From an optimization exercise on the open Yosys and OpenROAD flow, aimed at small area and few clock cycles; shortcuts taken in it are not production practice.
In this exercise RTL edits were held to simulation tests only and were not proved equivalent to the original.
Power is estimated from default activity; no workload was simulated.

## design/flow/design.v

```verilog
`default_nettype none
package dbfp_pkg;
	localparam int MAX_FIELDS_DEF = 256;
	localparam logic [2:0] KIND_HDR_DONE = 3'd0;
	localparam logic [2:0] KIND_REC_START = 3'd1;
	localparam logic [2:0] KIND_FLD_BYTE = 3'd2;
	localparam logic [2:0] KIND_EXT_REF = 3'd3;
	localparam logic [2:0] KIND_END = 3'd4;
	localparam logic [2:0] KIND_ERROR = 3'd5;
	localparam logic [1:0] ERR_DEL_FLAG = 2'd0;
	localparam logic [1:0] ERR_TYPE = 2'd1;
	localparam logic [1:0] ERR_HEADER = 2'd2;
	localparam logic [1:0] ERR_TRUNC = 2'd3;
	localparam logic [7:0] FLAG_LIVE = 8'h20;
	localparam logic [7:0] FLAG_DELETED = 8'h2A;
	localparam logic [3:0] TYPE_CHAR = 4'd0;
	localparam logic [3:0] TYPE_BAD = 4'd12;
	localparam logic [7:0] EXT_REF_LEN = 8'd6;
	typedef struct packed {
		logic [2:0]  kind;
		logic [31:0] record_index;
		logic [7:0]  field_index;
		logic [3:0]  field_type;
		logic [7:0]  field_byte;
		logic        last_of_field;
		logic        deleted;
		logic [31:0] ext_offset;
		logic [15:0] ext_length;
		logic [1:0]  error_code;
		logic [23:0] date_stamp;
		logic [8:0]  field_count;
	} res_t;
	function automatic logic [3:0] type_code(input logic [7:0] b);
		logic [3:0] c;
		case (b)
			8'h43: c = 4'd0;   
			8'h59: c = 4'd1;   
			8'h4E: c = 4'd2;   
			8'h46: c = 4'd3;   
			8'h44: c = 4'd4;   
			8'h54: c = 4'd5;   
			8'h42: c = 4'd6;   
			8'h49: c = 4'd7;   
			8'h4C: c = 4'd8;   
			8'h4D: c = 4'd9;   
			8'h47: c = 4'd10;  
			8'h50: c = 4'd11;  
			default: c = TYPE_BAD;
		endcase
		type_code = c;
	endfunction
endpackage
`default_nettype wire
`default_nettype none
module dbfp_parser #(
	parameter int MAX_FIELDS = dbfp_pkg::MAX_FIELDS_DEF
) (
	input  wire logic        clk,
	input  wire logic        arst_n,
	input  wire logic        in_valid,
	output logic             in_ready,
	input  wire logic [7:0]  data_byte,
	input  wire logic        end_of_input,
	output logic             out_valid,
	input  wire logic        out_ready,
	output logic [2:0]       kind,
	output logic [31:0]      record_index,
	output logic [7:0]       field_index,
	output logic [3:0]       field_type,
	output logic [7:0]       field_byte,
	output logic             last_of_field,
	output logic             deleted,
	output logic [31:0]      ext_offset,
	output logic [15:0]      ext_length,
	output logic [1:0]       error_code,
	output logic [23:0]      date_stamp,
	output logic [8:0]       field_count
);
	localparam int IW = (MAX_FIELDS > 1) ? $clog2(MAX_FIELDS) : 1;
	localparam int CW = $clog2(MAX_FIELDS + 1);
	localparam int DEPTH = 1 << IW;
	localparam logic [CW-1:0] MAXF = CW'(MAX_FIELDS);
	localparam logic [2:0] PH_HEADER = 3'd0;
	localparam logic [2:0] PH_FLAG   = 3'd1;
	localparam logic [2:0] PH_FIELD  = 3'd2;
	localparam logic [2:0] PH_DONE   = 3'd3;
	localparam logic [2:0] PH_ERROR  = 3'd4;
	localparam int TP = 8;
	localparam int TPW = (TP > 1) ? $clog2(TP) : 1;
	localparam int RL = (TP == 1) ? DEPTH + 1 : DEPTH + TP;
	localparam int RW = $clog2(RL);
	logic [RL*12-1:0] ring_q;
	logic [RW-1:0] rp_q, fs_q, ls_q;
	logic          rdy_q;
	logic          bpend_q;
	logic [2:0]    phase_q, phase_n;
	logic [31:0]   cnt_q, cnt_n;
	logic [71:0]   sh_q;
	logic [CW-1:0] seen_q, seen_n;
	logic          anynz_q, anynz_n;
	logic [IW-1:0] first_q, first_n;
	logic [IW-1:0] lastnz_q, lastnz_n;
	logic [IW-1:0] cf_q, cf_n;
	logic [IW-1:0] sp_q, sp_n, ft;
	logic          sp_jump, load, fscan, ft_step, wrap;
	logic [11:0]   e0_q, e0_n, e1_q, e1_n, av;
	logic          v0_q, v0_n, v1_q, v1_n;
	logic          rpe, rdnz, rdz, avnz, woff;
	logic [3:0]    ctype_q, ctype_n;
	logic          cext_q, cext_n;
	logic [7:0]    rem_q, rem_n;
	logic          del_q, del_n;
	logic [15:0]   hlen;
	logic [31:0]   total;
	logic [23:0]   date;
	logic [7:0]    b8;
	assign hlen  = sh_q[71:56];
	assign b8    = sh_q[71:64];
	assign total = sh_q[55:24];
	assign date  = {sh_q[7:0], sh_q[15:8], sh_q[23:16]};
	logic [11:0]   rd;
	localparam int NT = RL / TP;
	logic [NT-1:0] rsel;
	always_comb begin
		rd = '0;
		for (int i = 0; i < NT; i++) begin
			rsel[i] = (rp_q == RW'(TP * i));
			rd = rd | ({12{rsel[i]}} & ring_q[TP*i*12 +: 12]);
		end
	end
	function automatic logic [RW-1:0] rinc(input logic [RW-1:0] x);
		rinc = (x == RW'(RL - 1)) ? '0 : x + 1'b1;
	endfunction
	function automatic logic [RW-1:0] rnext(input logic [RW-1:0] x, input logic [IW-1:0] k);
		logic [RW-1:0] d;
		d = ((TP == 1) || (k[TPW-1:0] == TPW'(TP - 1))) ? RW'(32 - TP) : RW'(32);
		rnext = (x >= d) ? x - d : x + (RW'(RL) - d);
	endfunction
	logic [15:0]   pos;
	logic [4:0]    off;
	logic [3:0]    code;
	logic          ph_hdr, ph_flag, ph_field, ph_done, ph_err;
	logic          desc, err2a, err2b, err1, hdr_err, hdr_done, hdr_sh;
	logic          good;
	logic          last, more, stall;
	logic          rec_end, rec_last;
	logic          va, err_n;
	logic          acc, shift, wr_en, wslot, wstall;
	logic [31:0]   cnt_inc;
	always_comb begin
		pos = cnt_q[15:0];
		off = pos[4:0];
		code = dbfp_pkg::type_code(data_byte);
		ph_hdr = (phase_q == PH_HEADER);
		ph_flag = (phase_q == PH_FLAG);
		ph_field = (phase_q == PH_FIELD);
		ph_done = (phase_q == PH_DONE);
		ph_err = (phase_q == PH_ERROR);
		cnt_inc = cnt_q + 1'b1;
		desc = (pos[15:5] != 11'd0) && (pos[15:5] < hlen[15:5]);
		err2a = (pos == 16'd9) && ({data_byte, b8} < 16'd12);
		err2b = desc && (off == 5'd0) && (seen_q >= MAXF);
		err1 = desc && (off == 5'd11) && (seen_q < MAXF) && (code == dbfp_pkg::TYPE_BAD);
		hdr_err = err2a || err2b || err1;
		hdr_done = !hdr_err && (pos >= 16'd11) && (cnt_inc[15:0] == hlen);
		hdr_sh = (pos >= 16'd1) && (pos <= 16'd9);
		good = (data_byte == dbfp_pkg::FLAG_LIVE) || (data_byte == dbfp_pkg::FLAG_DELETED);
		last = (rem_q == 8'd0);
		more = (cf_q != lastnz_q);
		rpe = (TP == 1) || (rp_q[TPW-1:0] == '0);
		rdnz = rpe && (rd[7:0] != 8'd0);
		rdz = rpe && (rd[7:0] == 8'd0);
		av = v0_q ? e0_q : rd;
		avnz = v0_q || rdnz;
		woff = (off == 5'(17 + ((TP == 1) ? 0 : int'(seen_q[TPW-1:0]))));
		wslot = (seen_q == '0) || (ls_q == (((TP == 1) || (seen_q[TPW-1:0] == '0)) ? RW'(32 - TP) : RW'(32)));
		wstall = ph_hdr && desc && (seen_q < MAXF) && woff && !wslot;
		stall = (((ph_field && last && more) || (ph_flag && good && anynz_q)) && !avnz) || wstall;
		rec_last = (cnt_inc == total);
		rec_end = (ph_flag && good && !anynz_q) || (ph_field && last && !more);
		va = (ph_hdr && (hdr_err || hdr_done)) || ph_flag || (ph_field && (!cext_q || last));
		err_n = ph_err || (ph_hdr && hdr_err) || (ph_flag && !good);
		out_valid = rdy_q && (bpend_q || (in_valid && !stall && va));
		in_ready = rdy_q && !bpend_q && !stall && (out_ready || !va);
		acc = in_valid && in_ready;
		phase_n = phase_q;
		cnt_n = cnt_q;
		seen_n = seen_q;
		anynz_n = anynz_q;
		first_n = first_q;
		lastnz_n = lastnz_q;
		cf_n = cf_q;
		ctype_n = ctype_q;
		cext_n = cext_q;
		rem_n = rem_q;
		del_n = del_q;
		wr_en = 1'b0;
		shift = 1'b0;
		case (phase_q)
			PH_HEADER: begin
				shift = hdr_sh;
				cf_n = '0;
				if (hdr_err) begin
					phase_n = PH_ERROR;
				end else begin
					if (desc && (seen_q < MAXF)) begin
						if (off == 5'd11)
							ctype_n = code;
						if (off == 5'd16)
							rem_n = data_byte;
						if (woff) begin
							wr_en = 1'b1;
							if (rem_q != 8'd0) begin
								lastnz_n = IW'(seen_q);
								anynz_n = 1'b1;
								if (!anynz_q)
									first_n = IW'(seen_q);
							end
						end
						if (off == 5'd31)
							seen_n = seen_q + 1'b1;
					end
					if (hdr_done) begin
						cnt_n = '0;
						phase_n = (total == 32'd0) ? PH_DONE : PH_FLAG;
					end else begin
						cnt_n = cnt_inc;
					end
				end
			end
			PH_FLAG: begin
				shift = 1'b1;
				cf_n = '0;
				if (good) begin
					del_n = data_byte[1];
					if (anynz_q) begin
						phase_n = PH_FIELD;
						cf_n = sp_q;
						ctype_n = av[11:8];
						cext_n = (av[11:8] == dbfp_pkg::TYPE_CHAR) && (av[7:0] == dbfp_pkg::EXT_REF_LEN);
						rem_n = av[7:0] - 1'b1;
					end
				end else begin
					phase_n = PH_ERROR;
				end
			end
			PH_FIELD: begin
				shift = 1'b1;
				rem_n = rem_q - 1'b1;
				if (last && more) begin
					cf_n = sp_q;
					ctype_n = av[11:8];
					cext_n = (av[11:8] == dbfp_pkg::TYPE_CHAR) && (av[7:0] == dbfp_pkg::EXT_REF_LEN);
					rem_n = av[7:0] - 1'b1;
				end
			end
			default: begin
			end
		endcase
		if (rec_end) begin
			cnt_n = cnt_inc;
			phase_n = rec_last ? PH_DONE : PH_FLAG;
		end
		if (end_of_input) begin
			if (ph_hdr)
				cnt_n = '0;
			if (err_n) begin
				phase_n = PH_HEADER;
				cnt_n = '0;
				seen_n = '0;
				anynz_n = 1'b0;
			end
		end
		load = acc && ((ph_field && last && more) || (ph_flag && good && anynz_q));
		wrap = load && (sp_q == lastnz_q);
		sp_jump = (acc && ph_hdr && hdr_done) || wrap;
		fscan = ph_field || ph_flag;
		ft = sp_q + IW'(v0_q) + IW'(v1_q);
		sp_n = sp_q;
		v0_n = v0_q;
		v1_n = v1_q;
		e0_n = e0_q;
		e1_n = e1_q;
		ft_step = 1'b0;
		if (load) begin
			sp_n = sp_q + 1'b1;
			if (v0_q) begin
				e0_n = e1_q;
				v0_n = v1_q;
				v1_n = 1'b0;
				if (rdnz) begin
					if (v1_q) begin
						e1_n = rd;
						v1_n = 1'b1;
					end else begin
						e0_n = rd;
						v0_n = 1'b1;
					end
					ft_step = 1'b1;
				end else if (rdz && !v1_q) begin
					sp_n = sp_q + 2'd2;
					ft_step = 1'b1;
				end
			end else begin
				ft_step = 1'b1;
			end
		end else if (fscan) begin
			if (rdnz) begin
				if (!v0_q) begin
					e0_n = rd;
					v0_n = 1'b1;
					ft_step = 1'b1;
				end else if (!v1_q) begin
					e1_n = rd;
					v1_n = 1'b1;
					ft_step = 1'b1;
				end
			end else if (rdz && !v0_q) begin
				sp_n = sp_q + 1'b1;
				ft_step = 1'b1;
			end
		end
		kind = '0;
		record_index = '0;
		field_index = '0;
		field_type = '0;
		field_byte = '0;
		last_of_field = 1'b0;
		deleted = 1'b0;
		ext_offset = '0;
		ext_length = '0;
		error_code = '0;
		date_stamp = '0;
		field_count = '0;
		if (bpend_q) begin
			if (phase_q == PH_DONE) begin
				kind = dbfp_pkg::KIND_END;
				record_index = total;
			end else begin
				kind = dbfp_pkg::KIND_ERROR;
				error_code = dbfp_pkg::ERR_TRUNC;
				record_index = cnt_q;
				field_index = 8'(cf_q);
			end
		end else if (ph_hdr) begin
			if (hdr_err) begin
				kind = dbfp_pkg::KIND_ERROR;
				error_code = err1 ? dbfp_pkg::ERR_TYPE : dbfp_pkg::ERR_HEADER;
			end else begin
				kind = dbfp_pkg::KIND_HDR_DONE;
				record_index = total;
				date_stamp = date;
				field_count = 9'(seen_q) + 9'(desc && (off == 5'd31));
			end
		end else if (ph_flag) begin
			record_index = cnt_q;
			if (good) begin
				kind = dbfp_pkg::KIND_REC_START;
				deleted = data_byte[1];
			end else begin
				kind = dbfp_pkg::KIND_ERROR;
				error_code = dbfp_pkg::ERR_DEL_FLAG;
			end
		end else begin
			record_index = cnt_q;
			field_index = 8'(cf_q);
			field_type = ctype_q;
			deleted = del_q;
			if (cext_q) begin
				kind = dbfp_pkg::KIND_EXT_REF;
				ext_offset = {sh_q[63:56], sh_q[23:0]};
				ext_length = {data_byte, sh_q[71:64]};
			end else begin
				kind = dbfp_pkg::KIND_FLD_BYTE;
				field_byte = data_byte;
				last_of_field = last;
			end
		end
	end
	always_ff @(posedge clk or negedge arst_n) begin
		if (!arst_n) begin
			rdy_q <= 1'b0;
			bpend_q <= 1'b0;
			phase_q <= PH_HEADER;
			cnt_q <= '0;
			seen_q <= '0;
			anynz_q <= 1'b0;
		end else begin
			rdy_q <= 1'b1;
			if (bpend_q) begin
				if (out_ready) begin
					bpend_q <= 1'b0;
					phase_q <= PH_HEADER;
					cnt_q <= '0;
					seen_q <= '0;
					anynz_q <= 1'b0;
				end
			end else if (acc) begin
				bpend_q <= end_of_input && !err_n;
				phase_q <= phase_n;
				cnt_q <= cnt_n;
				seen_q <= seen_n;
				anynz_q <= anynz_n;
			end
		end
	end
	always_ff @(posedge clk) begin
		if (acc) begin
			first_q <= first_n;
			lastnz_q <= lastnz_n;
			cf_q <= cf_n;
			ctype_q <= ctype_n;
			cext_q <= cext_n;
			rem_q <= rem_n;
			del_q <= del_n;
		end
		sp_q <= sp_jump ? first_q : sp_n;
		v0_q <= !sp_jump && v0_n;
		v1_q <= !sp_jump && v1_n;
		e0_q <= e0_n;
		e1_q <= e1_n;
		rp_q <= sp_jump ? rinc(fs_q) : ft_step ? rnext(rp_q, ft) : rinc(rp_q);
		fs_q <= (acc && wr_en && (rem_q != 8'd0) && !anynz_q) ? '0 : rinc(fs_q);
		ls_q <= (acc && wr_en) ? '0 : rinc(ls_q);
		ring_q <= {ring_q[RL*12-13:0], (acc && wr_en) ? {ctype_q, rem_q} : ring_q[RL*12-1 -: 12]};
		if (acc && shift) begin
			sh_q[71:56] <= {data_byte, sh_q[71:64]};
			sh_q[23:0] <= {ph_hdr ? sh_q[31:24] : sh_q[63:56], sh_q[23:8]};
			if (ph_hdr)
				sh_q[55:24] <= sh_q[63:32];
		end
	end
endmodule
`default_nettype wire
`default_nettype none
module dbf_table_stream_parser_unit #(
	parameter int MAX_FIELDS = dbfp_pkg::MAX_FIELDS_DEF
) (
	input  wire logic        clk,
	input  wire logic        arst_n,
	input  wire logic        in_valid,
	output logic             in_ready,
	input  wire logic [7:0]  data_byte,
	input  wire logic        end_of_input,
	output logic             out_valid,
	input  wire logic        out_ready,
	output logic [2:0]       kind,
	output logic [31:0]      record_index,
	output logic [7:0]       field_index,
	output logic [3:0]       field_type,
	output logic [7:0]       field_byte,
	output logic             last_of_field,
	output logic             deleted,
	output logic [31:0]      ext_offset,
	output logic [15:0]      ext_length,
	output logic [1:0]       error_code,
	output logic [23:0]      date_stamp,
	output logic [8:0]       field_count
);
	dbfp_parser #(.MAX_FIELDS(MAX_FIELDS)) u_parser (
		.clk           (clk),
		.arst_n        (arst_n),
		.in_valid      (in_valid),
		.in_ready      (in_ready),
		.data_byte     (data_byte),
		.end_of_input  (end_of_input),
		.out_valid     (out_valid),
		.out_ready     (out_ready),
		.kind          (kind),
		.record_index  (record_index),
		.field_index   (field_index),
		.field_type    (field_type),
		.field_byte    (field_byte),
		.last_of_field (last_of_field),
		.deleted       (deleted),
		.ext_offset    (ext_offset),
		.ext_length    (ext_length),
		.error_code    (error_code),
		.date_stamp    (date_stamp),
		.field_count   (field_count)
	);
endmodule
`default_nettype wire
```

## design/flow/run.sh

```bash
#!/bin/bash
# synth_recipe.tcl (not shown) runs the flow's synth.tcl, then flattens the netlist and writes it again
# the make line also repeats each setting of config.mk as NAME=value (left out here)
make -C /OpenROAD-flow-scripts/flow DESIGN_CONFIG=/design/flow/config.mk WORK_HOME=/design/flow/orfs CLKGATE_MAP_FILE= SYNTH_SCRIPT=/design/flow/synth_recipe.tcl finish
```

## design/flow/config.mk

```make
export PLATFORM = sky130hd
export DESIGN_NAME = dbf_table_stream_parser_unit
export DESIGN_NICKNAME = dbf_table_stream_parser_unit
export VERILOG_FILES = /design/flow/design.v
export SDC_FILE = /design/flow/constraint.sdc
export NUM_CORES = 4
export LEC_CHECK = 0
export CAP_MARGIN = 20
export CORE_MARGIN = 2
export CORE_UTILIZATION = 65
export CTS_CLUSTER_DIAMETER = 80
export CTS_CLUSTER_SIZE = 24
export SLEW_MARGIN = 20
export SYNTH_MEMORY_MAX_BITS = 16384
```

## design/flow/constraint.sdc

```tcl
create_clock -name core_clock -period 10.0 [get_ports {clk}]
set_input_delay 2.0000 -clock core_clock [delete_from_list [all_inputs] [get_ports {clk}]]
set_output_delay 2.0000 -clock core_clock [all_outputs]
set_load 0.01 [all_outputs]
```

==> results of run 1 <==
[Yosys cell counts (10+ instances only)]
library cell / number
nor2_1: 126
ha_1: 46
and3_1: 120
a211o_1: 14
nand4_1: 58
a2111oi_0: 10
nor2b_1: 32
a22oi_1: 59
a221o_1: 11
nor3b_1: 19
o21ai_0: 83
xor2_1: 48
xnor2_1: 84
nor3_1: 47
or4_1: 11
nand2b_1: 15
mux2_2: 38
dfrtp_1: 47
a21oi_1: 92
mux2i_1: 45
nor4_1: 43
inv_1: 58
a22o_1: 34
o22ai_1: 14
edfxtp_1: 145
dfxtp_1: 3194
a21o_1: 20
nand2_1: 224
or3_1: 17
buf_2: 28
a32o_1: 10
clkbuf_1: 152
and2_1: 18
a221oi_1: 46
buf_1: 11
nand3_1: 99
a31oi_1: 65
[critical path: cells and delay by family, from the launching register on]
kind	cells	cell delay (ns)
DFF	1	0.50
buffers and inverters	2	0.79
and+or+nand+nor	6	2.61
adders and majority gates	1	0.40
AOI/OAI and AO/OA	3	1.11
[flip-flops by register name (all words and copies together), names as in the netlist, 12 cells and up]
name             cells
u_parser.ring_q   3168
u_parser.sh_q       72
u_parser.cnt_q      32
u_parser.e0_q       12
u_parser.e1_q       12
[final timing paths]
check | from | end | slack, ns | cells after the start
min in group asynchronous | arst_n | u_parser.cnt_q[24] | 1.33 | 2
min reg2reg | u_parser.ring_q[650] | u_parser.ring_q[662] | 0.31 | 0
max in group asynchronous | arst_n | u_parser.bpend_q | 8.17 | 2
min | u_parser.ring_q[650] | u_parser.ring_q[662] | 0.31 | 0
max reg2reg | u_parser.cnt_q[1] | u_parser.sp_q[6] | 3.94 | 16
max | u_parser.rp_q[1] | out_valid | 1.74 | 12
[layer usage]
metal | track usage | vias to the layer above | routed length, um
met1 | 0.362 | 19055 | 74800
met3 | 0.0520 | 342 | 11100
met5 | 0 | - | 0
li1 | - | 18414 | -
met2 | 0.390 | 1340 | 73200
met4 | 0.0915 | 0 | 5350
[placed cells by master (no fill, tap or decap), types with 15 or more instances in the layout]
master,count
nor2b_1,30
buf_4,66
nand3_1,99
nor4_1,42
o21ai_0,82
nand4_1,58
nor3b_1,18
a21o_1,20
dfrtp_1,46
inv_1,58
mux2i_1,45
a221oi_1,46
nor3_1,44
a22oi_1,59
or3_1,17
nand2_1,223
ha_1,44
mux2_2,38
dfxtp_1,3192
a22o_1,34
edfxtp_1,145
nor2_1,119
clkbuf_16,167
a31oi_1,65
xor2_1,48
and3_1,120
nand2b_1,15
clkdlybuf4s50_1,153
xnor2_1,84
a21oi_1,91
and2_1,16
[final cells by class]
cell class,instances,area [um^2]
Tap cell,1650,2060
Inverter,61,229
Antenna cell,2,5.00
Clock buffer,176,4210
Clock inverter,22,330
Sequential cell,3386,69500
Fill cell,8100,35400
Timing Repair Buffer,220,2030
Multi-Input combinational cell,1731,11700
[power breakdown]
group,switching (mW),internal [mW],leakage [nW]
sequential,0.0421,13.6,27.6
combinational,0.153,0.119,5.36
clock,3.96,3.06,2.22
total,4.15,16.8,35.2
[metrics by stage]
step | total power, mW | utilization | hold WS [ns] | cells
global placement | 14.2 | 0.682 | 0.310 | 7048
floorplan | 14.1 | - | 0.310 | 5373
CTS | 21.1 | 0.718 | 0.305 | 7246
finish | 20.9 | 0.718 | 0.310 | 7248
detailed placement | 14.2 | 0.682 | 0.312 | 7048
global route | 21.6 | 0.718 | 0.307 | 7246
[kinds of logic after synthesis]
kind of cell,after synthesis,share of synthesized area
multiplexers,83,0.0107
buffers and inverters,256,0.0123
AND/OR/NAND/NOR,883,0.0568
AO/OA/AOI/OAI,581,0.0505
XOR/XNOR,134,0.0146
other,1,0.0000457
adder cells (fa/ha/maj),49,0.00775
flip-flops,3386,0.847
==> summary.md, run 1 <==
| Metric | Value |
|---|---|
| Layout cells sized above 1 | `0.0624` |
| Routed vias | `around 39,000` |
| Initial core utilization | `0.654` |
| Post-Place Cell Area | `between 0.08 and 0.09 mm^2` |
| Primary FF master, synth | `dfxtp_1` |
| Initial antenna violation count | `13` |
| Worst EP required | `~8.0 ns` |
| Final setup viols | `0` |
| Crit-path max cell delay | `~0.83 ns` |
| Sequential share of the synthesized area | `0.847` |
| Dominant cell type by area after synthesis | `dfxtp_1` |
| Drt drc | `0` |
| Cells resized by post-CTS repair | `0` |
| Largest net degree at the start of global routing | `89` |
| Starting DRT DRC Count | `3,765` |
| Final hold vios | `0` |
| Max Cap Viol | `0` |
| PD cells | `232 mW/mm^2` |
| Fin. max-slew vios | `0` |
| Gr usage total | `0.254` |
| IO Port Bufs | `between 150 and 200` |
| Fin crit share | `0.826` |
| Post-CTS Setup Inserts | `0` |
| Post-synthesis instance area | `about 0.082 mm^2` |
| CP cell instances | `inv_1 -> ha_1 -> or4b_1 -> nor2_2 -> a2111oi_0 -> o22ai_1 -> nand4bb_1 -> nor4_2 -> nand3_2 -> nand4_1 -> a21boi_0 -> clkdlybuf4s50_1` |
| Post-Route WL | `between 150 and 200 mm` |
| Area contributors post-synth | `dfxtp_1, edfxtp_1, dfrtp_1` |
| Hpwl dp | `108 mm` |
| Final Cell Area | `around 0.09 mm^2` |
| Crit path max fanout | `12` |
| TritonCTS clock tree | `built` |
| Clock buffer count from CTS | `162` |
| Net count, final | `around 5,600` |
| Final Worst Setup Slack | `between 1.5 and 2 ns` |
| Hold/Removal Path Class | `register to register` |
| # IOs | `~160` |
| Startpoint types | `register` |
| Drt pass-1 iters | `6` |
| Pleak | `~35 nW` |
| Synthesized instance count | `5,373` |
| Post-place setup slack | `roughly 1.9 ns` |
| CP arrival | `6.26 ns` |
| Measured slew at the worst slew-check pin | `~1.1 ns` |
| Clk buf depth | `3` |
| CTS root buf | `clkbuf_16` |
| Syn avg cell area | `15.3 um^2` |
| CP Class | `register to output port` |
| Antenna Nets Post-Route | `0` |
| TNS Setup | `0 ns` |
| Crit path max-delay cell type | `or4b_1` |
| Area share of the largest cell type after synthesis | `0.780` |
| RSZ-0062 raised after global routing | `false` |
| Row count | `130` |
| Outcome | `complete, no violations` |
| Die width | `between 300 and 400 um` |
| Wirelength per Cell | `about 23 um` |
| Period minus WS final | `around 8.3 ns` |
| Die area | `0.129 mm^2` |
| Async set-reset flop share out of synthesis | `0.0139` |
| Clock latency on the worst-skew pair | `~0.82 ns` |
| DIE HEIGHT | `359 um` |
| Post-synth EDFFs | `approximately 150` |
| First-pass GRT wire length | `roughly 240 mm` |
| FMAX | `0.121 GHz` |
| GP Congestion | `between 0.9 and 1` |
| Slew margin rel. | `0.255` |
| Clock Sinks | `3,386` |
| Synthesis warning total | `1` |
| Number of synthesized register bits | `around 3,400` |
| Depth of the CTS H-tree | `4` |
| Core ar. | `~0.13 mm^2` |
| Area growth, synth to finish | `9.80%` |
| Via density | `5.40` |
| Hold-fix buffers, CTS | `0` |
| Post-Syn Nets | `5,435` |
| Count of cell types in the netlist | `91` |
| Maximum VDD drop | `around 190 uV` |
| Vias in the first global route | `about 38,000` |
| CP endpoint kind | `output port` |
| Grt ovf | `0` |
| Worst-case clock skew | `0.0343 ns` |
| CTS clock-pin slew for the worst setup and hold paths | `0.10 ns` |
Testbench counts, summed over its fixed seeds: cycles 157,470.
==> run 2: changes to the inputs <==
==> design/flow/flow/run.sh (new file) <==
#!/bin/bash
# The standard layout (standard.sh, unchanged synthesis, floorplan, power grid, placement, clock
# tree, routing), with one change: the buffers that buffer_ports puts on every input and output
# port are sky130_fd_sc_hd__buf_1 instead of the buffer it picks by default.
# ORFS writes each tool's log under orfs/logs/; make's own output goes to make.log here.
set -euo pipefail
export BUFFER_PORTS_ARGS="-buffer_cell sky130_fd_sc_hd__buf_1"
bash standard.sh > make.log 2>&1
==> design/flow/standard.sh (new file) <==
#!/bin/bash
# synth_recipe.tcl (not shown) runs the flow's synth.tcl, then flattens the netlist and writes it again
# the make line also repeats each setting of config.mk as NAME=value (left out here)
make -C /OpenROAD-flow-scripts/flow DESIGN_CONFIG=/design/flow/config.mk WORK_HOME=/design/flow/orfs CLKGATE_MAP_FILE= SYNTH_SCRIPT=/design/flow/synth_recipe.tcl "${@:-finish}"
--- a/design/flow/config.mk
+++ b/design/flow/config.mk
@@ -9,6 +9,6 @@
 export CORE_MARGIN = 2
 export CORE_UTILIZATION = 65
-export CTS_CLUSTER_DIAMETER = 80
-export CTS_CLUSTER_SIZE = 24
+export CTS_CLUSTER_DIAMETER = 100
+export CTS_CLUSTER_SIZE = 30
 export SLEW_MARGIN = 20
 export SYNTH_MEMORY_MAX_BITS = 16384
removed: design/flow/run.sh
==> summary.md, run 2 <==
| Metric | Value |
|---|---|
| Outcome | `complete, no violations` |
| Fin. max-slew vios | `0` |
| # IOs | `approximately 160` |
| Clock Sinks | `around 3,400` |
| Most frequent cells in the layout | `dfxtp_1, nand2_1, buf_1` |
| P_sw | `about 4 mW` |
| Largest registers | `u_parser.ring_q: 3168 flops, u_parser.sh_q: 72 flops, u_parser.cnt_q: 32 flops` |
| Hold-fix buffers, CTS | `0` |
| Depth of the CTS H-tree | `4` |
| Hpwl dp | `between 100 and 150 mm` |
| Count of cell types in the netlist | `91` |
| Gr usage total | `0.260` |
| Initial antenna violation count | `21` |
| Pleak | `roughly 34 nW` |
| Number of synthesized register bits | `around 3,400` |
| Maximum VDD drop | `about 220 uV` |
| FMAX | `0.130 GHz` |
| Initial core utilization | `0.654` |
| TritonCTS clock tree | `built` |
| Dominant cell type by area after synthesis | `dfxtp_1` |
| Post-synthesis instance area | `between 0.08 and 0.09 mm^2` |
| IO Port Bufs | `154` |
| Filler instances | `8,198` |
| Hold/Removal Path Class | `register to register` |
| Routed vias | `between 30,000 and 40,000` |
| Via density | `5.41` |
| Die width | `359 um` |
| Hold path cells | `0` |
| First-pass GRT wire length | `about 250 mm` |
| Row count | `130` |
| Largest net degree at the start of global routing | `89` |
| GP Congestion | `approximately 0.95` |
| Clock latency on the worst-skew pair | `about 0.82 ns` |
| Flop pwr share | `0.671` |
| Crit-path max cell delay | `~0.75 ns` |
| Clock Power Share | `0.318` |
| R2r setup slk | `3.82 ns` |
| Max Cap Viol | `0` |
| Post-Syn Nets | `around 5,400` |
| CP cell instances | `inv_1 -> ha_1 -> nor4b_2 -> buf_4 -> and2_1 -> buf_4 -> a22o_1 -> a222oi_1 -> nand4b_1 -> nor4_2 -> nand3_2 -> nand4_1 -> a21boi_0 -> buf_1` |
| Crit path max-delay cell type | `nor4_2` |
| Core ar. | `approximately 0.13 mm^2` |
| CTS root buf | `clkbuf_16` |
| Final hold vios | `0` |
| Post-CTS Setup Inserts | `0` |
| Grt ovf | `0` |
| Fin crit share | `0.770` |
| Post-place setup slack | `2.60 ns` |
| Logic pwr share | `0.011` |
| Syn avg cell area | `roughly 15 um^2` |
| CP arrival | `approximately 5.7 ns` |
| Measured slew at the worst slew-check pin | `approximately 1.1 ns` |
| CP Class | `register to output port` |
| Post-Place Cell Area | `~0.085 mm^2` |
| Post-Route WL | `about 170 mm` |
| Area share of the largest cell type after synthesis | `0.780` |
| Worst-case clock skew | `roughly 0.045 ns` |
| Clk buf depth | `3` |
| Final Worst Setup Slack | `between 2 and 2.5 ns` |
| Area contributors post-synth | `dfxtp_1, edfxtp_1, dfrtp_1` |
| Drt drc | `0` |
| Most instantiated library cell after synthesis | `dfxtp_1` |
| Die area | `approximately 0.13 mm^2` |
| TNS Setup | `0 ns` |
| Area of the multi-input gates | `0.0117 mm^2` |
| CTS clock-pin slew for the worst setup and hold paths | `0.11 ns` |
| Antenna Nets Post-Route | `0` |
| Top reg by flops | `u_parser.ring_q` |
| Vias in the first global route | `37,247` |
| Commonest cells post-synth | `dfxtp_1, nand2_1, clkbuf_1, edfxtp_1, nor2_1` |
| Switching Share | `0.201` |
| Worst r2r path cells | `14` |
| Max reg flops | `3,168` |
| Synthesis warning total | `1` |
| Primary FF master, synth | `dfxtp_1` |
| Cell internal pwr | `16.2 mW` |
| Wirelength per Cell | `roughly 24 um` |
| RSZ-0062 raised after global routing | `false` |
| Worst EP required | `approximately 8 ns` |
| Final Cell Area | `roughly 0.088 mm^2` |
| Tot Pwr | `roughly 20 mW` |
| Post-synth EDFFs | `145` |
| Crit path max fanout | `19` |
| Drt pass-1 iters | `5` |
| Sequential Area | `0.0695 mm^2` |
| Final setup viols | `0` |
| Cells resized by post-CTS repair | `0` |
| Period minus WS final | `7.70 ns` |
| Startpoint types | `register` |
| Async set-reset flop share out of synthesis | `0.0139` |
| Clock buffer count from CTS | `roughly 130` |
| PD cells | `between 200 and 250 mW/mm^2` |
| Sequential share of the synthesized area | `0.847` |
| Layout cells sized above 1 | `0.0563` |
| Slew margin rel. | `0.234` |
| Most used cell, CP | `buf_4` |
| Commonest non-fill, non-tap cell in the layout | `dfxtp_1` |
| Area growth, synth to finish | `7.73%` |
| CP endpoint kind | `output port` |
| DIE HEIGHT | `roughly 360 um` |
| Starting DRT DRC Count | `~4,000` |
| Synthesized instance count | `5,373` |
| Net count, final | `5,593` |
run 2: metrics by stage:
| step | cells | util | hold WS (ns) |
|---|---|---|---|
| after floorplan | 5373 | - | 0.310 |
| after global placement | 7046 | 0.674 | 0.309 |
| after detailed placement | 7046 | 0.674 | 0.312 |
| after CTS | 7207 | 0.704 | 0.305 |
| after global routing | 7209 | 0.704 | 0.308 |
| final | 7211 | 0.704 | 0.316 |
run 2: critical path: cells and delay by family (launching register included):
kind                     cells  cell delay (ns)
AO/OA/AOI/OAI                3             0.92
adder cells (fa/ha/maj)      1             0.36
flip-flops                   1             0.50
AND/OR/NAND/NOR              6             2.25
buffers and inverters        4             0.84
run 2: cell type report:
class                   instances  share of cell area
clock buffers                 140              0.0382
repair buffers                219              0.0122
multi-input cells            1731               0.132
clock inverters                21             0.00474
inverters                      61             0.00259
flip-flops and latches       3386               0.787
diodes                          3           0.0000850
well taps                    1650              0.0234
run 2: cells by family after synthesis:
group / Yosys count / synth area share
buf+inv: 256 / 0.0123
compound gates: 581 / 0.0505
fa+ha+maj: 49 / 0.00775
other cells: 1 / 0.0000457
xor+xnor: 134 / 0.0146
simple gates: 883 / 0.0568
flops: 3386 / 0.847
mux: 83 / 0.0107
run 2: path summary, 6_finish.rpt:
path	from	end
setup reg to reg	u_parser.cnt_q[1]	u_parser.sp_q[0]
max in group asynchronous	arst_n	u_parser.bpend_q
min in group asynchronous	arst_n	u_parser.cnt_q[29]
hold reg to reg	u_parser.ring_q[2931]	u_parser.ring_q[2943]
hold / removal	u_parser.ring_q[2931]	u_parser.ring_q[2943]
setup / recovery	u_parser.rp_q[1]	out_valid
run 2: power by group through the flow:
stage / Sequential (mW) / Combinational [mW] / Clock (mW)
floorplan: 13.9 / 0.147 / 0
global placement: 14.0 / 0.225 / 0
detailed placement: 14.0 / 0.226 / 0
CTS: 13.6 / 0.227 / 6.57
global route: 13.6 / 0.248 / 7.01
finish: 13.6 / 0.228 / 6.46
run 2: routing by layer:
metal / global-route usage / share of wire
met5: 0 / 0.000077
met4: 0.108 / 0.044
met3: 0.0468 / 0.064
met2: 0.398 / 0.44
met1: 0.369 / 0.45
==> run 3: changes to the inputs <==
--- a/design/flow/design.v
+++ b/design/flow/design.v
@@ -92,5 +92,4 @@
 	logic [RL*12-1:0] ring_q;
 	logic [RW-1:0] rp_q, fs_q, ls_q;
-	logic          rdy_q;
 	logic          bpend_q;
 	logic [2:0]    phase_q, phase_n;
@@ -104,6 +103,9 @@
 	logic [IW-1:0] sp_q, sp_n, ft;
 	logic          sp_jump, load, fscan, ft_step, wrap;
-	logic [11:0]   e0_q, e0_n, e1_q, e1_n, av;
-	logic          v0_q, v0_n, v1_q, v1_n;
+	localparam int QD = 2;
+	localparam int QW = $clog2(QD + 1);
+	logic [QD*12-1:0] eq_q, eq_n;
+	logic [11:0]   av;
+	logic [QW-1:0] qn_q, qn_n, qa;
 	logic          rpe, rdnz, rdz, avnz, woff;
 	logic [3:0]    ctype_q, ctype_n;
@@ -171,6 +173,6 @@
 		rdnz = rpe && (rd[7:0] != 8'd0);
 		rdz = rpe && (rd[7:0] == 8'd0);
-		av = v0_q ? e0_q : rd;
-		avnz = v0_q || rdnz;
+		av = (qn_q != '0) ? eq_q[11:0] : rd;
+		avnz = (qn_q != '0) || rdnz;
 		woff = (off == 5'(17 + ((TP == 1) ? 0 : int'(seen_q[TPW-1:0]))));
 		wslot = (seen_q == '0) || (ls_q == (((TP == 1) || (seen_q[TPW-1:0] == '0)) ? RW'(32 - TP) : RW'(32)));
@@ -181,6 +183,6 @@
 		va = (ph_hdr && (hdr_err || hdr_done)) || ph_flag || (ph_field && (!cext_q || last));
 		err_n = ph_err || (ph_hdr && hdr_err) || (ph_flag && !good);
-		out_valid = rdy_q && (bpend_q || (in_valid && !stall && va));
-		in_ready = rdy_q && !bpend_q && !stall && (out_ready || !va);
+		out_valid = bpend_q || (in_valid && !stall && va);
+		in_ready = !bpend_q && !stall && (out_ready || !va);
 		acc = in_valid && in_ready;
 		phase_n = phase_q;
@@ -218,5 +220,5 @@
 							end
 						end
-						if (off == 5'd31)
+						if (off == 5'd25)
 							seen_n = seen_q + 1'b1;
 					end
@@ -276,46 +278,31 @@
 		sp_jump = (acc && ph_hdr && hdr_done) || wrap;
 		fscan = ph_field || ph_flag;
-		ft = sp_q + IW'(v0_q) + IW'(v1_q);
+		ft = sp_q + IW'(qn_q);
 		sp_n = sp_q;
-		v0_n = v0_q;
-		v1_n = v1_q;
-		e0_n = e0_q;
-		e1_n = e1_q;
+		eq_n = eq_q;
+		qa = qn_q;
 		ft_step = 1'b0;
 		if (load) begin
 			sp_n = sp_q + 1'b1;
-			if (v0_q) begin
-				e0_n = e1_q;
-				v0_n = v1_q;
-				v1_n = 1'b0;
-				if (rdnz) begin
-					if (v1_q) begin
-						e1_n = rd;
-						v1_n = 1'b1;
-					end else begin
-						e0_n = rd;
-						v0_n = 1'b1;
-					end
-					ft_step = 1'b1;
-				end else if (rdz && !v1_q) begin
-					sp_n = sp_q + 2'd2;
-					ft_step = 1'b1;
-				end
+			if (qn_q != '0) begin
+				for (int i = 0; i < QD - 1; i++)
+					eq_n[i*12 +: 12] = eq_q[(i+1)*12 +: 12];
+				qa = qn_q - 1'b1;
 			end else begin
 				ft_step = 1'b1;
 			end
-		end else if (fscan) begin
+		end
+		qn_n = qa;
+		if ((load && (qn_q != '0)) || (!load && fscan)) begin
 			if (rdnz) begin
-				if (!v0_q) begin
-					e0_n = rd;
-					v0_n = 1'b1;
-					ft_step = 1'b1;
-				end else if (!v1_q) begin
-					e1_n = rd;
-					v1_n = 1'b1;
+				if (qa != QW'(QD)) begin
+					for (int i = 0; i < QD; i++)
+						if (QW'(i) == qa)
+							eq_n[i*12 +: 12] = rd;
+					qn_n = qa + 1'b1;
 					ft_step = 1'b1;
 				end
-			end else if (rdz && !v0_q) begin
-				sp_n = sp_q + 1'b1;
+			end else if (rdz && (qa == '0)) begin
+				sp_n = ft + 1'b1;
 				ft_step = 1'b1;
 			end
@@ -351,5 +338,5 @@
 				record_index = total;
 				date_stamp = date;
-				field_count = 9'(seen_q) + 9'(desc && (off == 5'd31));
+				field_count = 9'(seen_q);
 			end
 		end else if (ph_flag) begin
@@ -380,5 +367,4 @@
 	always_ff @(posedge clk or negedge arst_n) begin
 		if (!arst_n) begin
-			rdy_q <= 1'b0;
 			bpend_q <= 1'b0;
 			phase_q <= PH_HEADER;
@@ -387,5 +373,4 @@
 			anynz_q <= 1'b0;
 		end else begin
-			rdy_q <= 1'b1;
 			if (bpend_q) begin
 				if (out_ready) begin
@@ -416,8 +401,6 @@
 		end
 		sp_q <= sp_jump ? first_q : sp_n;
-		v0_q <= !sp_jump && v0_n;
-		v1_q <= !sp_jump && v1_n;
-		e0_q <= e0_n;
-		e1_q <= e1_n;
+		qn_q <= sp_jump ? '0 : qn_n;
+		eq_q <= eq_n;
 		rp_q <= sp_jump ? rinc(fs_q) : ft_step ? rnext(rp_q, ft) : rinc(rp_q);
 		fs_q <= (acc && wr_en && (rem_q != 8'd0) && !anynz_q) ? '0 : rinc(fs_q);
==> summary.md, run 3 <==
| Metric | Value |
|---|---|
| Outcome | `complete, no violations` |
| CP endpoint kind | `output port` |
| FF-to-FF Start | `u_parser.rp_q[1]` |
| Async set-reset flop share out of synthesis | `0.0136` |
| Switching Share | `0.211` |
| Fin. max-slew vios | `0` |
| Area share of the largest cell type after synthesis | `0.788` |
| Initial antenna violation count | `31` |
| Most instantiated library cell after synthesis | `dfxtp_1` |
| Filler instances | `8,315` |
| Post-CTS Setup Inserts | `0` |
| Depth of the CTS H-tree | `4` |
| Logic pwr share | `0.034` |
| Post-synth EDFFs | `125` |
| Initial core utilization | `0.652` |
| Tot Pwr | `20.7 mW` |
| Net count, final | `roughly 5,600` |
| Clock latency on the worst-skew pair | `0.81 ns` |
| DIE HEIGHT | `about 360 um` |
| Largest registers | `u_parser.ring_q: 3168 flops, u_parser.sh_q: 72 flops, u_parser.cnt_q: 32 flops` |
| CP cell instances | `inv_1 -> ha_1 -> buf_4 -> nand2_1 -> nor3_4 -> buf_4 -> a221oi_1 -> o32a_1 -> nand4_1 -> nor2_1 -> nand3_1 -> nor2_1 -> o41ai_1 -> buf_1` |
| Measured slew at the worst slew-check pin | `between 1 and 1.5 ns` |
| Drt pass-1 iters | `7` |
| Sequential share of the synthesized area | `0.849` |
| Commonest cells post-synth | `dfxtp_1, nand2_1, nor2_1, edfxtp_1, clkbuf_1` |
| Hold WS | `0.300 ns` |
| Antenna Nets Post-Route | `0` |
| Largest net degree at the start of global routing | `between 50 and 60` |
| Top reg by flops | `u_parser.ring_q` |
| Area contributors post-synth | `dfxtp_1, edfxtp_1, dfrtp_1` |
| Crit-path max cell delay | `~0.90 ns` |
| Syn avg cell area | `about 15 um^2` |
| # IOs | `between 150 and 200` |
| Worst EP required | `around 8.0 ns` |
| Clock Sinks | `between 3,000 and 4,000` |
| Worst reg2reg path endpoint | `u_parser.lastnz_q[3]` |
| Primary FF master, synth | `dfxtp_1` |
| Slew margin rel. | `0.287` |
| Via density | `5.36` |
| Hpwl dp | `roughly 120 mm` |
| Routed vias | `between 30,000 and 40,000` |
| Post-Route WL | `about 170 mm` |
| Grt ovf | `0` |
| P_sw | `~4.4 mW` |
| Hold/Removal Path Class | `register to register` |
| Synthesis warning total | `1` |
| Worst-case clock skew | `approximately 0.040 ns` |
| Row count | `130` |
| Wirelength per Cell | `23.8 um` |
| Synthesized instance count | `5,296` |
| Flop pwr share | `0.663` |
| CP Class | `register to output port` |
| Max reg flops | `around 3,200` |
| Commonest non-fill, non-tap cell in the layout | `dfxtp_1` |
| Die width | `about 360 um` |
| CP bufs+invs | `4` |
| CP arrival | `about 6.0 ns` |
| Crit. path cell count | `14` |
| Cell internal pwr | `between 15 and 20 mW` |
| FMAX | `around 0.13 GHz` |
| Sequential Area | `approximately 0.069 mm^2` |
| Final Worst Setup Slack | `2.05 ns` |
| Clk buf depth | `3` |
| Setup crit start | `u_parser.rp_q[1]` |
| Starting DRT DRC Count | `~3,700` |
| Clock Power Share | `0.304` |
| Die area | `between 0.1 and 0.15 mm^2` |
| Post-synthesis instance area | `0.0816 mm^2` |
| Dominant cell type by area after synthesis | `dfxtp_1` |
| Period minus WS final | `7.95 ns` |
| Gr usage total | `0.263` |
| CTS root buf | `clkbuf_16` |
| Crit path max fanout | `24` |
| RSZ-0062 raised after global routing | `false` |
| CP endpoint | `out_valid` |
| Final hold vios | `0` |
| IO Port Bufs | `154` |
| Count of cell types in the netlist | `102` |
| Final setup viols | `0` |
| Area growth, synth to finish | `7.66%` |
| First-pass GRT wire length | `about 240 mm` |
| Drt drc | `0` |
| Post-Syn Nets | `roughly 5,400` |
| Post-place setup slack | `between 2 and 3 ns` |
| TNS Setup | `0 ns` |
| Largest delay share family, worst path | `simple AND/OR/NAND/NOR gates` |
| PD cells | `about 240 mW/mm^2` |
| Max Cap Viol | `0` |
| Area of the multi-input gates | `~0.011 mm^2` |
| Vias in the first global route | `~36,000` |
| Layout cells sized above 1 | `0.0576` |
| R2r setup slk | `between 3 and 4 ns` |
| Pleak | `34.5 nW` |
| Cells resized by post-CTS repair | `0` |
| Maximum VDD drop | `~230 uV` |
| CTS clock-pin slew for the worst setup and hold paths | `roughly 0.12 ns` |
| TritonCTS clock tree | `built` |
| Startpoint types | `register` |
| Number of synthesized register bits | `roughly 3,400` |
| Clock buffer count from CTS | `approximately 130` |
| Hold-fix buffers, CTS | `0` |
| GP Congestion | `0.984` |
| Worst r2r path cells | `14` |
| Fin crit share | `0.795` |
| Core ar. | `0.125 mm^2` |
| Crit path max-delay cell type | `o41ai_1` |
| Most frequent cells in the layout | `dfxtp_1, nand2_1, buf_1` |
-- run 3: changes by cell type after synthesis, sizes merged, moves of 11 or more --
cell / delta
a21oi: -12
nor2: +29
dfxtp: +20
nand3: -16
a21o: -11
nand4: -14
clkbuf: -41
nor3b: -11
nand2: -35
edfxtp: -20
o21ai: +12
xor2: +12
a31oi: -15
and2: +23
-- run 3: area by class of cell --
| cell class | count | area share |
|---|---|---|
| well taps | 1650 | 0.0235 |
| repair buffers | 222 | 0.0124 |
| inverters | 68 | 0.00291 |
| multi-input cells | 1681 | 0.131 |
| clock inverters | 16 | 0.00356 |
| diodes | 8 | 0.000228 |
| flip-flops and latches | 3385 | 0.788 |
| clock buffers | 146 | 0.0384 |
-- run 3: stage by stage --
stage               area [um^2]  utilization  cells
floorplan                 81600            -   5296
global placement          84100        0.673   7005
detailed placement        84100        0.673   7005
CTS                       87800        0.702   7167
global route              87800        0.702   7171
finish                    87900        0.702   7176
-- run 3: kinds of logic after synthesis --
kind of cell,share of synthesized area
fa+ha+maj,0.00822
buf+inv,0.0118
compound gates,0.0466
flops,0.849
xor+xnor,0.0168
mux,0.0114
simple gates,0.0566
-- run 3: worst min-delay path by stage --
stage	start	to	slack [ns]	cells after the start
2_1_floorplan	u_parser.ring_q[988]	u_parser.ring_q[1000]	0.31	0
6_report	u_parser.ring_q[85]	u_parser.ring_q[97]	0.30	0
5_1_grt	u_parser.ring_q[1165]	u_parser.ring_q[1177]	0.31	0
3_5_place_dp	u_parser.ring_q[127]	u_parser.ring_q[139]	0.31	0
3_3_place_gp	u_parser.ring_q[2206]	u_parser.ring_q[2218]	0.31	0
4_1_cts	u_parser.ring_q[1165]	u_parser.ring_q[1177]	0.30	0
-- run 3: routing by layer --
layer | share of wire | global-route usage | wire, um | up-vias
li1 | - | - | - | 18046
met1 | 0.46 | 0.383 | 78200 | 18541
met2 | 0.43 | 0.392 | 73600 | 1505
met3 | 0.070 | 0.0494 | 12000 | 383
met4 | 0.041 | 0.102 | 6990 | 2
met5 | 0.000070 | 0 | 12 | -
-- run 3: power groups by stage --
stage          logic [mW]  clock network, mW  registers (mW)
3_5_place_dp        0.684                  0            14.1
4_1_cts             0.687               6.42            13.7
2_1_floorplan       0.472                  0            14.0
6_report            0.698               6.30            13.8
3_3_place_gp        0.679                  0            14.1
5_1_grt             0.759               6.87            13.8
-- run 3: worst register-to-register path: cells and delay by family (launching register included) --
family | cells | cell delay (ns)
AND/OR/NAND/NOR | 7 | 3.24
flip-flops | 1 | 0.50
adder cells (fa/ha/maj) | 1 | 0.16
AO/OA/AOI/OAI | 3 | 1.26
buffers and inverters | 3 | 0.82
Testbench counts of run 3, summed over its fixed seeds: cycles 157,470.
==> run 4: changes to the inputs <==
--- a/design/flow/design.v
+++ b/design/flow/design.v
@@ -86,5 +86,5 @@
 	localparam logic [2:0] PH_DONE   = 3'd3;
 	localparam logic [2:0] PH_ERROR  = 3'd4;
-	localparam int TP = 8;
+	localparam int TP = 4;
 	localparam int TPW = (TP > 1) ? $clog2(TP) : 1;
 	localparam int RL = (TP == 1) ? DEPTH + 1 : DEPTH + TP;
==> summary.md, run 4 <==
| Metric | Value |
|---|---|
| Post-CTS Setup Inserts | `0` |
| DIE HEIGHT | `362 um` |
| Clock Sinks | `~3,300` |
| GR Layer Usage met3 | `0.0397` |
| Maximum VDD drop | `between 200 and 250 uV` |
| Wirelength per Cell | `approximately 25 um` |
| Largest registers | `u_parser.ring_q: 3120 flops, u_parser.sh_q: 72 flops, u_parser.cnt_q: 32 flops` |
| Fin crit share | `0.811` |
| Compound-Gate Fraction of Synth Area | `0.0722` |
| Filler instances | `8,590` |
| Clock latency on the worst-skew pair | `0.81 ns` |
| Max reg flops | `between 3,000 and 4,000` |
| IO Port Bufs | `154` |
| CTS root buf | `clkbuf_16` |
| Drt pass-1 iters | `6` |
| Measured slew at the worst slew-check pin | `approximately 1.2 ns` |
| Most frequent cells in the layout | `dfxtp_1, nand2_1, nor2_1` |
| Sequential share of the synthesized area | `0.817` |
| Most used cell, CP | `buf_4` |
| RSZ-0062 raised after global routing | `false` |
| Largest family of logic cells by synthesized area | `compound AO/OA/AOI/OAI gates` |
| Via density | `about 5.7` |
| Grt ovf | `0` |
| Post-synthesis simple-gate area fraction | `0.0595` |
| Area share of the largest cell type after synthesis | `0.759` |
| Core ar. | `between 0.1 and 0.15 mm^2` |
| Max Cap Viol | `0` |
| Pleak | `about 35 nW` |
| Async set-reset flop share out of synthesis | `0.0138` |
| Die width | `approximately 360 um` |
| Post-synth EDFFs | `~120` |
| Primary FF master, synth | `dfxtp_1` |
| TNS Setup | `0 ns` |
| Met1 GRT Util | `0.424` |
| Post-Syn Nets | `~5,800` |
| GP Congestion | `between 0.9 and 1` |
| Count of cell types in the netlist | `96` |
| Hold path cells | `0` |
| Dominant cell type by area after synthesis | `dfxtp_1` |
| Commonest cells post-synth | `dfxtp_1, nand2_1, nor2_1, a21oi_1, clkbuf_1` |
| Net count, final | `between 5,000 and 6,000` |
| Area growth, synth to finish | `7.13%` |
| Area contributors post-synth | `dfxtp_1, edfxtp_1, dfrtp_1` |
| CP arrival | `a little over 6 ns` |
| Clk buf depth | `3` |
| Crit path max-delay cell type | `nor4_2` |
| Worst-case clock skew | `around 0.032 ns` |
| Crit. path cell count | `16` |
| Starting DRT DRC Count | `approximately 4,400` |
| Slew margin rel. | `0.177` |
| Commonest non-fill, non-tap cell in the layout | `dfxtp_1` |
| CP Class | `register to output port` |
| Period minus WS final | `about 8 ns` |
| First-pass GRT wire length | `between 200 and 300 mm` |
| Number of synthesized register bits | `3,337` |
| # IOs | `about 160` |
| Gr usage total | `0.282` |
| Synthesized instance count | `between 5,000 and 6,000` |
| CP endpoint kind | `output port` |
| Final hold vios | `0` |
| Outcome | `complete, no violations` |
| Cells resized by post-CTS repair | `0` |
| Most instantiated library cell after synthesis | `dfxtp_1` |
| Top reg by flops | `u_parser.ring_q` |
| Startpoint types | `register` |
| Fin. max-slew vios | `0` |
| Crit-path max cell delay | `0.78 ns` |
| CTS clock-pin slew for the worst setup and hold paths | `between 0.1 and 0.15 ns` |
| Hpwl dp | `around 120 mm` |
| GRT busiest layer | `met2` |
| FMAX | `0.123 GHz` |
| Drt drc | `0` |
| PD cells | `224 mW/mm^2` |
| Largest delay share family, worst path | `simple AND/OR/NAND/NOR gates` |
| TritonCTS clock tree | `built` |
| Final setup viols | `0` |
| Routed vias | `approximately 43,000` |
| CP cell instances | `inv_1 -> ha_4 -> buf_4 -> nor3b_2 -> buf_4 -> a22o_1 -> o21ai_0 -> o2111ai_1 -> nor4_2 -> buf_4 -> nand4_1 -> nor4_4 -> nand2_1 -> nand2_1 -> nor2_1 -> buf_1` |
| Post-Route WL | `approximately 190 mm` |
| Initial core utilization | `0.655` |
| Crit path max fanout | `48` |
| Mux share of post-synthesis cell area | `0.0123` |
| R2r setup slk | `~3.1 ns` |
| Hold/Removal Path Class | `register to register` |
| Worst r2r path cells | `20` |
| XOR/XNOR Fraction of Synth Area | `0.0146` |
| Tot Pwr | `approximately 20 mW` |
| Depth of the CTS H-tree | `4` |
| Syn avg cell area | `14.6 um^2` |
| Post-synthesis instance area | `0.0835 mm^2` |
| Die area | `0.131 mm^2` |
| CP bufs+invs | `5` |
| Worst EP required | `approximately 8.0 ns` |
| M2 GR Usage | `0.430` |
| Hold-fix buffers, CTS | `0` |
| Area share of fa/ha/maj cells after synthesis | `0.00800` |
| Initial antenna violation count | `10` |
| Synthesis warning total | `1` |
| Vias in the first global route | `~40,000` |
| Row count | `about 130` |
| Largest net degree at the start of global routing | `between 100 and 150` |
| Layout cells sized above 1 | `0.0508` |
| Antenna Nets Post-Route | `0` |
| Clock buffer count from CTS | `130` |
==> run 4: through the flow <==
| step | util | hold slack, ns | instances | setup slack (ns) | cell area, um^2 |
|---|---|---|---|---|---|
| after global routing | 0.702 | 0.310 | 7515 | 1.64 | 89500 |
| after global placement | 0.673 | 0.310 | 7353 | 2.93 | 85800 |
| final | 0.702 | 0.316 | 7519 | 1.89 | 89500 |
| after CTS | 0.702 | 0.313 | 7513 | 1.93 | 89500 |
| after floorplan | - | 0.310 | 5717 | 2.76 | 83500 |
| after detailed placement | 0.673 | 0.312 | 7353 | 2.81 | 85800 |
==> run 4: where the power goes <==
| part | internal, mW | switching [mW] |
|---|---|---|
| combinational | 0.0995 | 0.190 |
| sequential | 13.4 | 0.0773 |
| clock | 2.47 | 3.82 |
| total | 16.0 | 4.08 |
==> run 4: cell families after synthesis <==
logic type	Yosys count
and+or+nand+nor	931
AOI/OAI and AO/OA	849
DFF	3337
buffers and inverters	316
xor gates and xnor gates	138
muxes	95
adders and majority gates	51
==> run 4: per-layer routing <==
layer,part of all wire,up-vias
li1,-,19740
met5,0,-
met2,0.45,1496
met4,0.026,0
met3,0.062,292
met1,0.46,21051
==> run 4: path summary, 6_finish.rpt <==
check | startpoint | end
min reg2reg | u_parser.ring_q[2152] | u_parser.ring_q[2164]
min | u_parser.ring_q[2152] | u_parser.ring_q[2164]
max | u_parser.rp_q[6] | in_ready
max in group asynchronous | arst_n | u_parser.anynz_q
max reg2reg | u_parser.rp_q[6] | u_parser.rp_q[1]
min in group asynchronous | arst_n | u_parser.cnt_q[7]
==> run 4: layout make-up <==
class                   count  area [um^2]  area share
flip-flops and latches   3337        68300       0.763
multi-input cells        2064        14100       0.158
clock buffers             143         3340      0.0374
well taps                1662         2080      0.0232
repair buffers            222         1110      0.0125
clock inverters            17          295     0.00330
inverters                  68          255     0.00285
diodes                      6         15.0    0.000168
Testbench counts of run 4, summed over its fixed seeds: cycles 155,495.
==> run 5: changes to the inputs <==
--- a/design/flow/design.v
+++ b/design/flow/design.v
@@ -86,5 +86,5 @@
 	localparam logic [2:0] PH_DONE   = 3'd3;
 	localparam logic [2:0] PH_ERROR  = 3'd4;
-	localparam int TP = 4;
+	localparam int TP = 8;
 	localparam int TPW = (TP > 1) ? $clog2(TP) : 1;
 	localparam int RL = (TP == 1) ? DEPTH + 1 : DEPTH + TP;
@@ -111,5 +111,5 @@
 	logic [3:0]    ctype_q, ctype_n;
 	logic          cext_q, cext_n;
-	logic [7:0]    rem_q, rem_n;
+	logic [7:0]    rem_q, rem_n, rem_dec;
 	logic          del_q, del_n;
 	logic [15:0]   hlen;
@@ -123,19 +123,35 @@
 	logic [11:0]   rd;
 	localparam int NT = RL / TP;
-	logic [NT-1:0] rsel;
+	localparam int NG = (NT + 15) / 16;
+	logic [15:0]    lsel;
+	logic [NG-1:0] hsel;
+	logic [NG*12-1:0] grp;
 	always_comb begin
+		for (int l = 0; l < 16; l++)
+			lsel[l] = (rp_q[TPW+3:0] == (TPW+4)'(l * TP));
+		for (int h = 0; h < NG; h++)
+			hsel[h] = (rp_q[RW-1:TPW+4] == (RW-TPW-4)'(h));
+		grp = '0;
+		for (int i = 0; i < NT; i++)
+			grp[(i/16)*12 +: 12] = grp[(i/16)*12 +: 12] | ({12{lsel[i%16]}} & ring_q[TP*i*12 +: 12]);
 		rd = '0;
-		for (int i = 0; i < NT; i++) begin
-			rsel[i] = (rp_q == RW'(TP * i));
-			rd = rd | ({12{rsel[i]}} & ring_q[TP*i*12 +: 12]);
-		end
+		for (int h = 0; h < NG; h++)
+			rd = rd | ({12{hsel[h]}} & grp[h*12 +: 12]);
 	end
+	localparam int RM = RL / TP;
+	localparam int HW = RW - TPW;
 	function automatic logic [RW-1:0] rinc(input logic [RW-1:0] x);
-		rinc = (x == RW'(RL - 1)) ? '0 : x + 1'b1;
+		logic [HW-1:0] h;
+		h = x[RW-1:TPW];
+		if (x[TPW-1:0] == TPW'(TP - 1))
+			rinc = {(h == HW'(RM - 1)) ? HW'(0) : h + 1'b1, TPW'(0)};
+		else
+			rinc = {h, x[TPW-1:0] + 1'b1};
 	endfunction
 	function automatic logic [RW-1:0] rnext(input logic [RW-1:0] x, input logic [IW-1:0] k);
-		logic [RW-1:0] d;
-		d = ((TP == 1) || (k[TPW-1:0] == TPW'(TP - 1))) ? RW'(32 - TP) : RW'(32);
-		rnext = (x >= d) ? x - d : x + (RW'(RL) - d);
+		logic [HW-1:0] h, d;
+		h = x[RW-1:TPW];
+		d = (k[TPW-1:0] == TPW'(TP - 1)) ? HW'(32 / TP - 1) : HW'(32 / TP);
+		rnext = {(h >= d) ? h - d : h + (HW'(RM) - d), x[TPW-1:0]};
 	endfunction
 	logic [15:0]   pos;
@@ -169,11 +185,12 @@
 		good = (data_byte == dbfp_pkg::FLAG_LIVE) || (data_byte == dbfp_pkg::FLAG_DELETED);
 		last = (rem_q == 8'd0);
+		rem_dec = rem_q - 1'b1;
 		more = (cf_q != lastnz_q);
 		rpe = (TP == 1) || (rp_q[TPW-1:0] == '0);
-		rdnz = rpe && (rd[7:0] != 8'd0);
-		rdz = rpe && (rd[7:0] == 8'd0);
+		rdnz = rpe && (rd[7:0] != 8'hFF);
+		rdz = rpe && (rd[7:0] == 8'hFF);
 		av = (qn_q != '0) ? eq_q[11:0] : rd;
 		avnz = (qn_q != '0) || rdnz;
-		woff = (off == 5'(17 + ((TP == 1) ? 0 : int'(seen_q[TPW-1:0]))));
+		woff = (off == 5'(17 + int'(seen_q[TPW-1:0])));
 		wslot = (seen_q == '0) || (ls_q == (((TP == 1) || (seen_q[TPW-1:0] == '0)) ? RW'(32 - TP) : RW'(32)));
 		wstall = ph_hdr && desc && (seen_q < MAXF) && woff && !wslot;
@@ -240,6 +257,6 @@
 						cf_n = sp_q;
 						ctype_n = av[11:8];
-						cext_n = (av[11:8] == dbfp_pkg::TYPE_CHAR) && (av[7:0] == dbfp_pkg::EXT_REF_LEN);
-						rem_n = av[7:0] - 1'b1;
+						cext_n = (av[11:8] == dbfp_pkg::TYPE_CHAR) && (av[7:0] == dbfp_pkg::EXT_REF_LEN - 1'b1);
+						rem_n = av[7:0];
 					end
 				end else begin
@@ -249,10 +266,10 @@
 			PH_FIELD: begin
 				shift = 1'b1;
-				rem_n = rem_q - 1'b1;
+				rem_n = rem_dec;
 				if (last && more) begin
 					cf_n = sp_q;
 					ctype_n = av[11:8];
-					cext_n = (av[11:8] == dbfp_pkg::TYPE_CHAR) && (av[7:0] == dbfp_pkg::EXT_REF_LEN);
-					rem_n = av[7:0] - 1'b1;
+					cext_n = (av[11:8] == dbfp_pkg::TYPE_CHAR) && (av[7:0] == dbfp_pkg::EXT_REF_LEN - 1'b1);
+					rem_n = av[7:0];
 				end
 			end
@@ -406,5 +423,5 @@
 		fs_q <= (acc && wr_en && (rem_q != 8'd0) && !anynz_q) ? '0 : rinc(fs_q);
 		ls_q <= (acc && wr_en) ? '0 : rinc(ls_q);
-		ring_q <= {ring_q[RL*12-13:0], (acc && wr_en) ? {ctype_q, rem_q} : ring_q[RL*12-1 -: 12]};
+		ring_q <= {ring_q[RL*12-13:0], (acc && wr_en) ? {ctype_q, rem_dec} : ring_q[RL*12-1 -: 12]};
 		if (acc && shift) begin
 			sh_q[71:56] <= {data_byte, sh_q[71:64]};
==> summary.md, run 5 <==
| Metric | Value |
|---|---|
| Initial core utilization | `0.654` |
| GR Layer Usage met3 | `0.0376` |
| IO Port Bufs | `154` |
| Slew margin rel. | `0.230` |
| Crit path max fanout | `51` |
| Worst-case clock skew | `around 0.061 ns` |
| Area of the multi-input gates | `between 0.01 and 0.015 mm^2` |
| Net count, final | `between 5,000 and 6,000` |
| Core ar. | `approximately 0.12 mm^2` |
| RSZ-0062 raised after global routing | `false` |
| Placed insts | `between 6,000 and 7,000` |
| R2r setup slk | `3.59 ns` |
| Setup crit start | `u_parser.rp_q[5]` |
| Hold-fix buffers, CTS | `0` |
| Sequential Area | `approximately 0.069 mm^2` |
| Hold endpoint | `u_parser.ring_q[84]` |
| Via density | `about 5.2` |
| Outcome | `complete, no violations` |
| Sequential share of the synthesized area | `0.858` |
| Primary FF master, synth | `dfxtp_1` |
| Clock buffer count from CTS | `132` |
| Pleak | `roughly 34 nW` |
| Clock Sinks | `between 3,000 and 4,000` |
| Cells resized by post-CTS repair | `0` |
| Async set-reset flop share out of synthesis | `0.0136` |
| Synthesized instance count | `5,215` |
| First-pass GRT wire length | `approximately 230 mm` |
| Final hold vios | `0` |
| # IOs | `~160` |
| Worst EP required | `8.00 ns` |
| Hold WS | `roughly 0.28 ns` |
| Initial antenna violation count | `14` |
| GRT busiest layer | `met1` |
| Most frequent cells in the layout | `dfxtp_1, nand2_1, buf_1` |
| Cell Count, Final, Fillers Out | `about 7,000` |
| CP endpoint kind | `output port` |
| Met1 GRT Util | `0.366` |
| Hpwl dp | `103 mm` |
| Post-Syn Nets | `5,286` |
| Top reg by flops | `u_parser.ring_q` |
| M2 GR Usage | `0.365` |
| Worst r2r path cells | `12` |
| Fin crit share | `0.774` |
| GP Congestion | `0.968` |
| Antenna Nets Post-Route | `0` |
| Commonest cells post-synth | `dfxtp_1, nand2_1, edfxtp_1, nor2_1, o21ai_0` |
| Clock latency on the worst-skew pair | `approximately 0.83 ns` |
| Period minus WS final | `about 7.7 ns` |
| Grt ovf | `0` |
| DIE HEIGHT | `approximately 360 um` |
| Drt pass-1 iters | `6` |
| CP arrival | `5.74 ns` |
| CP cell instances | `buf_4 -> nand2_1 -> nor2_2 -> a22oi_1 -> and4_1 -> a41oi_1 -> o2bb2ai_1 -> nor2_1 -> a221o_1 -> buf_4 -> o21ai_0 -> buf_1` |
| Fin. max-slew vios | `0` |
| Area contributors post-synth | `dfxtp_1, edfxtp_1, dfrtp_1` |
| Commonest non-fill, non-tap cell in the layout | `dfxtp_1` |
| Area share of the largest cell type after synthesis | `0.795` |
| Largest net degree at the start of global routing | `64` |
| Area growth, synth to finish | `7.59%` |
| Measured slew at the worst slew-check pin | `1.15 ns` |
| Post-synthesis instance area | `about 0.081 mm^2` |
| Dominant cell type by area after synthesis | `dfxtp_1` |
| Startpoint types | `register` |
| Largest registers | `u_parser.ring_q: 3168 flops, u_parser.sh_q: 72 flops, u_parser.cnt_q: 32 flops` |
| Worst reg2reg path endpoint | `u_parser.first_q[7]` |
| Max reg flops | `about 3,200` |
| Hold path cells | `0` |
| Post-Route WL | `~150 mm` |
| Die width | `between 300 and 400 um` |
| Clk buf depth | `3` |
| Filler instances | `about 8,100` |
| Final setup viols | `0` |
| Crit path max-delay cell type | `nor2_2` |
| Crit-path max cell delay | `0.96 ns` |
| Most used cell, CP | `buf_4` |
| Final Worst Setup Slack | `2.26 ns` |
| Starting DRT DRC Count | `between 3,000 and 4,000` |
| Row count | `roughly 130` |
| CTS clock-pin slew for the worst setup and hold paths | `~0.12 ns` |
| Largest delay share family, worst path | `simple AND/OR/NAND/NOR gates` |
| Post-synth EDFFs | `between 100 and 150` |
| FMAX | `around 0.13 GHz` |
| Routed vias | `roughly 37,000` |
| Most instantiated library cell after synthesis | `dfxtp_1` |
| Tot Pwr | `approximately 21 mW` |
| Hold/Removal Path Class | `register to register` |
| Vias in the first global route | `~35,000` |
| PD cells | `243 mW/mm^2` |
| CTS root buf | `clkbuf_16` |
| Synthesis warning total | `1` |
| Drt drc | `0` |
| Max Cap Viol | `0` |
| FF-to-FF Start | `u_parser.rp_q[5]` |
| TritonCTS clock tree | `built` |
| Die area | `between 0.1 and 0.15 mm^2` |
| Count of cell types in the netlist | `between 90 and 100` |
| Gr usage total | `0.242` |
| Post-place setup slack | `2.78 ns` |
| Depth of the CTS H-tree | `4` |
| Wirelength per Cell | `between 20 and 25 um` |
| Hold wc startpoint | `u_parser.ring_q[72]` |
| TNS Setup | `0 ns` |
| Post-CTS Setup Inserts | `0` |
| CP bufs+invs | `3` |
| Layout cells sized above 1 | `0.0474` |
| Maximum VDD drop | `approximately 250 uV` |
| CP Class | `register to output port` |
| Number of synthesized register bits | `roughly 3,400` |
| Syn avg cell area | `about 15 um^2` |
[run 5: changes by cell type in the layout (fill, tap and decap cells not counted), sizes merged, moves of 21 or more]
cell    delta
nand3     -39
nor2      -46
a21oi     -59
a221oi    -38
a22o      -48
and3      -21
a31oi     -39
buf       -26
dfxtp     +41
a222oi    -29
[run 5: cell families (layout without fill, tap and decap cells)]
logic type,Yosys count,in the layout,share of synthesized area
flops,3385,3385,0.858
simple gates,813,813,0.0524
compound gates,534,534,0.0455
buf+inv,223,427,0.0113
xor+xnor,125,125,0.0135
mux,76,76,0.0101
fa+ha+maj,59,59,0.00938
other cells,0,2,0
[run 5: per-stage QoR]
step | instance area (um^2) | util
2_1_floorplan | 80800 | -
3_3_place_gp | 83200 | 0.674
3_5_place_dp | 83200 | 0.674
4_1_cts | 86900 | 0.704
5_1_grt | 86900 | 0.704
6_report | 86900 | 0.704
[run 5: area by class of cell]
cell class / instances / area share
Timing Repair Buffer: 196 / 0.0106
Tap cell: 1637 / 0.0236
Inverter: 70 / 0.00302
Sequential cell: 3385 / 0.797
Multi-Input combinational cell: 1607 / 0.123
Antenna cell: 2 / 0.0000576
Clock buffer: 148 / 0.0398
Clock inverter: 13 / 0.00236
[run 5: worst max path at each step]
| stage | endpoint | slack, ns | depth (start not counted) |
|---|---|---|---|
| floorplan | u_parser.sh_q[24] | 1.84 | 11 |
| global placement | out_valid | 2.88 | 11 |
| detailed placement | out_valid | 2.78 | 11 |
| CTS | in_ready | 2.10 | 11 |
| global route | out_valid | 2.03 | 12 |
| finish | out_valid | 2.26 | 12 |
[run 5: power by group]
part | switching (mW) | total [mW] | internal [mW]
registers | 0.167 | 13.9 | 13.7
logic | 0.610 | 0.923 | 0.313
clock network | 3.77 | 6.30 | 2.53
[run 5: routing by layer]
metal	wire length, um	share of wire
met2	68200	0.44
met1	74800	0.48
met4	3710	0.024
met3	7820	0.051
met5	13	0.000084
Testbench counts of run 5, summed over its fixed seeds: cycles 157,470.
